This is an optimization exercise on Yosys and OpenROAD, whose aim is small area and few clock cycles, not a production implementation. At most, simulation tests tie the RTL to the original design; equivalence was not proved. Power figures rest on the tool's default switching activity, not on a simulated workload.

==> module grapheme_cluster_segmenter, before the edit <==
module grapheme_cluster_segmenter (
    input  wire logic        clk,
    input  wire logic        rst_n,
    input  wire logic        cfg_write_en,
    input  wire logic        cfg_write_data,
    input  wire logic        in_valid,
    output logic             in_stall,
    input  wire logic [5:0]  lb_class,
    input  wire logic [1:0]  width_class,
    input  wire logic [3:0]  gb_class,
    input  wire logic        is_thai,
    input  wire logic        end_of_text,
    output logic             out_valid,
    input  wire logic        out_stall,
    output logic [15:0]      cluster_start,
    output logic [15:0]      cluster_length,
    output logic [16:0]      cluster_columns,
    output logic [5:0]       cluster_break_class,
    output logic             text_done,
    output logic             last_of_run
);
    localparam logic [2:0] ST_NONE = 3'd0;
    localparam logic [2:0] ST_CR   = 3'd1;
    localparam logic [2:0] ST_RUN  = 3'd2;
    localparam logic [2:0] ST_GEN  = 3'd3;
    localparam logic [2:0] ST_L    = 3'd4;
    localparam logic [2:0] ST_V    = 3'd5;
    localparam logic [2:0] ST_T    = 3'd6;
    localparam logic [2:0] ST_PRE  = 3'd7;
    logic        thai_reg;
    logic [2:0]  s_st;
    logic        s_pend;
    logic        s_done;
    logic [15:0] s_len;
    logic [16:0] s_tot;
    logic [1:0]  s_base;
    logic [5:0]  s_hlb;
    logic        s_hext;
    logic        s_hth;
    logic        o_valid;
    logic [15:0] o_start;
    logic [15:0] o_len;
    logic [16:0] o_cols;
    logic [5:0]  o_cls;
    logic        o_done;
    logic        o_last;
    function automatic logic [5:0] resolve(input logic [5:0] lb, input logic ext,
                                           input logic th);
        if (lb == 6'd5 && !th)
            resolve = ext ? 6'd6 : 6'd7;
        else
            resolve = lb;
    endfunction
    function automatic logic [2:0] gen_state(input logic [3:0] gb);
        if (gb == 4'd7)
            gen_state = ST_L;
        else if (gb == 4'd8 || gb == 4'd10)
            gen_state = ST_V;
        else if (gb == 4'd9 || gb == 4'd11)
            gen_state = ST_T;
        else if (gb == 4'd6)
            gen_state = ST_PRE;
        else
            gen_state = ST_GEN;
    endfunction
    logic [1:0] cols;
    logic       g_cr, g_lf, g_ctrl, g_ext, g_l, g_v, g_t, g_lv, g_lvt;
    logic       l_bknl, l_run;
    assign cols   = {width_class == 2'd2, width_class[0]};
    assign g_cr   = gb_class == 4'd1;
    assign g_lf   = gb_class == 4'd2;
    assign g_ctrl = gb_class == 4'd3;
    assign g_ext  = gb_class == 4'd4 || gb_class == 4'd5;
    assign g_l    = gb_class == 4'd7;
    assign g_v    = gb_class == 4'd8;
    assign g_t    = gb_class == 4'd9;
    assign g_lv   = gb_class == 4'd10;
    assign g_lvt  = gb_class == 4'd11;
    assign l_bknl = lb_class == 6'd0 || lb_class == 6'd1;
    assign l_run  = lb_class == 6'd2 || lb_class == 6'd3 || lb_class == 6'd4;
    logic is_open, cap_ok, in_gen, hj, j_cr, j_run, j_gen, j_pre, joined;
    assign is_open = s_st != ST_NONE;
    assign cap_ok  = ~&s_len;
    assign in_gen  = s_st[2] || s_st == ST_GEN;
    assign hj      = (s_st == ST_L && (g_l || g_v || g_lv || g_lvt))
                  || (s_st == ST_V && (g_v || g_t))
                  || (s_st == ST_T && g_t);
    assign j_cr    = s_st == ST_CR && g_lf;
    assign j_run   = s_st == ST_RUN && lb_class == s_hlb;
    assign j_gen   = in_gen && !(g_ctrl || g_cr || g_lf) && (hj || g_ext || s_st == ST_PRE);
    assign j_pre   = !hj && !g_ext;
    assign joined  = cap_ok && (j_cr || j_run || j_gen);
    logic o_free, accept, fresh, n_close, j_close, from_s, o_load, to_pend;
    assign o_free   = !o_valid || !out_stall;
    assign in_stall = !joined && (is_open || s_pend) && !o_free;
    assign accept   = in_valid && !in_stall;
    assign fresh    = accept && !joined;
    assign n_close  = l_bknl || g_lf || end_of_text || (g_ctrl && !g_cr && !l_run);
    assign j_close  = accept && joined && (j_cr || end_of_text);
    assign from_s  = o_free && (s_pend || (fresh && is_open));
    logic [15:0] x_len;
    logic [16:0] x_tot;
    logic [1:0]  x_base;
    logic [5:0]  x_hlb;
    logic        x_hext, x_hth;
    logic [2:0]  x_st;
    logic [1:0]  add;
    logic        x_close;
    always_comb
    begin
        if (j_cr)
            add = 2'd0;
        else if (hj)
            add = 2'd2 - s_base;
        else
            add = cols;
        x_len  = fresh ? 16'd1 : s_len + 16'd1;
        x_tot  = fresh ? {15'd0, cols} : s_tot + {15'd0, add};
        if (fresh || (j_gen && j_pre))
        begin
            x_hlb  = lb_class;
            x_hext = g_ext;
            x_hth  = is_thai;
        end
        else
        begin
            x_hlb  = s_hlb;
            x_hext = s_hext;
            x_hth  = s_hth;
        end
        if (fresh)
            x_base = cols;
        else if (hj)
            x_base = 2'd2;
        else if (j_gen && j_pre)
            x_base = cols;
        else
            x_base = s_base;
        if (fresh)
        begin
            if (g_cr)
                x_st = ST_CR;
            else if (l_run)
                x_st = ST_RUN;
            else
                x_st = gen_state(gb_class);
        end
        else if (j_gen && (hj || !g_ext))
            x_st = gen_state(gb_class);
        else
            x_st = s_st;
        x_close = fresh ? n_close : (j_cr || end_of_text);
    end
    assign to_pend = accept && x_close;
    assign o_load  = from_s;
    always_ff @(posedge clk or negedge rst_n)
    begin
        if (!rst_n)
            thai_reg <= 1'b0;
        else if (cfg_write_en)
            thai_reg <= cfg_write_data;
    end
    always_ff @(posedge clk or negedge rst_n)
    begin
        if (!rst_n)
        begin
            s_st   <= ST_NONE;
            s_pend <= 1'b0;
        end
        else if (accept)
        begin
            s_st   <= x_close ? ST_NONE : x_st;
            s_pend <= to_pend;
        end
        else if (from_s)
            s_pend <= 1'b0;
    end
    always_ff @(posedge clk)
    begin
        if (accept)
        begin
            s_len  <= x_len;
            s_tot  <= x_tot;
            s_base <= x_base;
            s_hlb  <= x_hlb;
            s_hext <= x_hext;
            s_hth  <= x_hth && (thai_reg || !to_pend);
            s_done <= end_of_text;
        end
    end
    always_ff @(posedge clk or negedge rst_n)
    begin
        if (!rst_n)
        begin
            o_valid <= 1'b0;
            o_done  <= 1'b1;
        end
        else
        begin
            if (o_free)
                o_valid <= o_load;
            if (o_load)
                o_done <= s_pend && s_done;
        end
    end
    always_ff @(posedge clk)
    begin
        if (o_load)
        begin
            o_start <= o_done ? 16'd0 : o_start + o_len;
            o_len   <= s_len;
            o_cols  <= s_tot;
            o_cls   <= resolve(s_hlb, s_hext, s_hth && (s_pend || thai_reg));
            o_last  <= s_pend || !n_close;
        end
    end
    assign out_valid           = o_valid;
    assign cluster_start       = o_start;
    assign cluster_length      = o_len;
    assign cluster_columns     = o_cols;
    assign cluster_break_class = o_cls;
    assign text_done           = o_done;
    assign last_of_run         = o_last;
endmodule
clock: 12.0 ns
lec_check: 0
cap_margin: 20
core_margin: 2
core_utilization: 70
place_density: 0.75
slew_margin: 20
buffer_ports_args: -buffer_cell sky130_fd_sc_hd__buf_1
standard.sh (not shown) runs the stock make flow with config.mk's settings and CLKGATE_MAP_FILE= SYNTH_SCRIPT=/design/flow/synth_recipe.tcl, a recipe that flattens the netlist after the stock synthesis.
==> flow/flow/run.sh <==
#!/bin/bash
# The standard layout, with the smallest buffer on the ports instead of clkdlybuf4s50_1.
set -euo pipefail
echo 'export BUFFER_PORTS_ARGS = -buffer_cell sky130_fd_sc_hd__buf_1' >> config.mk
bash standard.sh finish > standard_flow.log 2>&1
The starting point completed without violations.
Rerun with:
--- a/flow/design.v
+++ b/flow/design.v
@@ -29,11 +29,10 @@
     localparam logic [2:0] ST_T    = 3'd6;
     localparam logic [2:0] ST_PRE  = 3'd7;
     logic        thai_reg;
     logic [2:0]  s_st;
     logic        s_pend;
-    logic        s_done;
     logic [15:0] s_len;
     logic [16:0] s_tot;
     logic [1:0]  s_base;
     logic [5:0]  s_hlb;
     logic        s_hext;
@@ -85,11 +84,11 @@
     assign in_gen  = s_st[2] || s_st == ST_GEN;
     assign hj      = (s_st == ST_L && (g_l || g_v || g_lv || g_lvt))
                   || (s_st == ST_V && (g_v || g_t))
                   || (s_st == ST_T && g_t);
     assign j_cr    = s_st == ST_CR && g_lf;
-    assign j_run   = s_st == ST_RUN && lb_class == s_hlb;
+    assign j_run   = s_st == ST_RUN && lb_class[5:3] == 3'd0 && lb_class[2:0] == s_hlb[2:0];
     assign j_gen   = in_gen && !(g_ctrl || g_cr || g_lf) && (hj || g_ext || s_st == ST_PRE);
     assign j_pre   = !hj && !g_ext;
     assign joined  = cap_ok && (j_cr || j_run || j_gen);
     logic o_free, accept, fresh, n_close, j_close, from_s, o_load, to_pend;
     assign o_free   = !o_valid || !out_stall;
@@ -104,21 +103,49 @@
     logic [1:0]  x_base;
     logic [5:0]  x_hlb;
     logic        x_hext, x_hth;
     logic [2:0]  x_st;
     logic [1:0]  add;
+    logic [16:0] tot_sum;
+    logic [15:0] start_sum, len_inc;
+    logic [16:0] start_c, len_c;
+    always_comb
+    begin
+        start_c[0] = 1'b0;
+        len_c[0]   = 1'b1;
+        for (int i = 0; i < 16; i++)
+        begin
+            start_sum[i]  = o_start[i] ^ o_len[i] ^ start_c[i];
+            start_c[i+1]  = (o_start[i] & o_len[i]) | (start_c[i] & (o_start[i] ^ o_len[i]));
+            len_inc[i]    = s_len[i] ^ len_c[i];
+            len_c[i+1]    = s_len[i] & len_c[i];
+        end
+    end
+    logic [17:0] tot_c;
+    always_comb
+    begin
+        tot_sum[0] = s_tot[0] ^ add[0];
+        tot_c[1]   = s_tot[0] & add[0];
+        tot_sum[1] = s_tot[1] ^ add[1] ^ tot_c[1];
+        tot_c[2]   = (s_tot[1] & add[1]) | (tot_c[1] & (s_tot[1] ^ add[1]));
+        for (int i = 2; i < 17; i++)
+        begin
+            tot_sum[i] = s_tot[i] ^ tot_c[i];
+            tot_c[i+1] = s_tot[i] & tot_c[i];
+        end
+    end
     logic        x_close;
     always_comb
     begin
         if (j_cr)
             add = 2'd0;
         else if (hj)
             add = 2'd2 - s_base;
         else
             add = cols;
-        x_len  = fresh ? 16'd1 : s_len + 16'd1;
-        x_tot  = fresh ? {15'd0, cols} : s_tot + {15'd0, add};
+        x_len  = fresh ? 16'd1 : len_inc;
+        x_tot  = fresh ? {15'd0, cols} : tot_sum;
         if (fresh || (j_gen && j_pre))
         begin
             x_hlb  = lb_class;
             x_hext = g_ext;
             x_hth  = is_thai;
@@ -180,15 +207,14 @@
     begin
         if (accept)
         begin
             s_len  <= x_len;
             s_tot  <= x_tot;
-            s_base <= x_base;
+            s_base <= to_pend ? {1'b0, end_of_text} : x_base;
             s_hlb  <= x_hlb;
             s_hext <= x_hext;
             s_hth  <= x_hth && (thai_reg || !to_pend);
-            s_done <= end_of_text;
         end
     end
     always_ff @(posedge clk or negedge rst_n)
     begin
         if (!rst_n)
@@ -199,18 +225,18 @@
         else
         begin
             if (o_free)
                 o_valid <= o_load;
             if (o_load)
-                o_done <= s_pend && s_done;
+                o_done <= s_pend && s_base[0];
         end
     end
     always_ff @(posedge clk)
     begin
         if (o_load)
         begin
-            o_start <= o_done ? 16'd0 : o_start + o_len;
+            o_start <= o_done ? 16'd0 : start_sum;
             o_len   <= s_len;
             o_cols  <= s_tot;
             o_cls   <= resolve(s_hlb, s_hext, s_hth && (s_pend || thai_reg));
             o_last  <= s_pend || !n_close;
         end
Outcome:
- count of clock-buffer cells in the layout rose by 1
- sequential share of layout area rose by 3.1 points
- power fell by 16%
- final area fell by 6.4%
- sequential power fell by 4.4%
- final cell count fell by 20%
- critical path depth rose by 19
- die area fell by 6.9%
Testbench counts after the change, summed over its fixed seeds: cycles 52,865.
Function not checked in the first run of this note: the RTL went through the layout flow alone.

port drivers added, routing unchanged:
No port has a modelled driver above. Below, the same layouts with a new extraction and two added sets of constraints.
Step 1 sets driving cells, clkbuf_16 on the clock port and buf_2 on the other inputs (assumed; they add their load-dependent delay and slew).
Step 2 adds t to the input delays and takes it off the output delays; t is the mean of the earliest and latest rising clock arrival at the registers after step 1. Input paths then give back, and output paths get back, about the clock's delay inside the block.
Slacks: ideal ports / drivers / drivers and shift; pairs: ideal ports / drivers.
run | shift t [ns] | setup slack, ns | clock arrival spread, ns | worst data-port slew with drivers (ns)
the first run | 0.408 | 5.554 / 5.532 / 5.532 | 0.013 / 0.012 | 0.03
the second run | 0.389 | 5.132 / 5.142 / 4.753 | 0.008 / 0.008 | 0.05
After both steps every run listed still meets setup and hold. The setup slack of the second run, which loses most, moves by +0.010 ns with the drivers and by -0.379 ns with both steps.
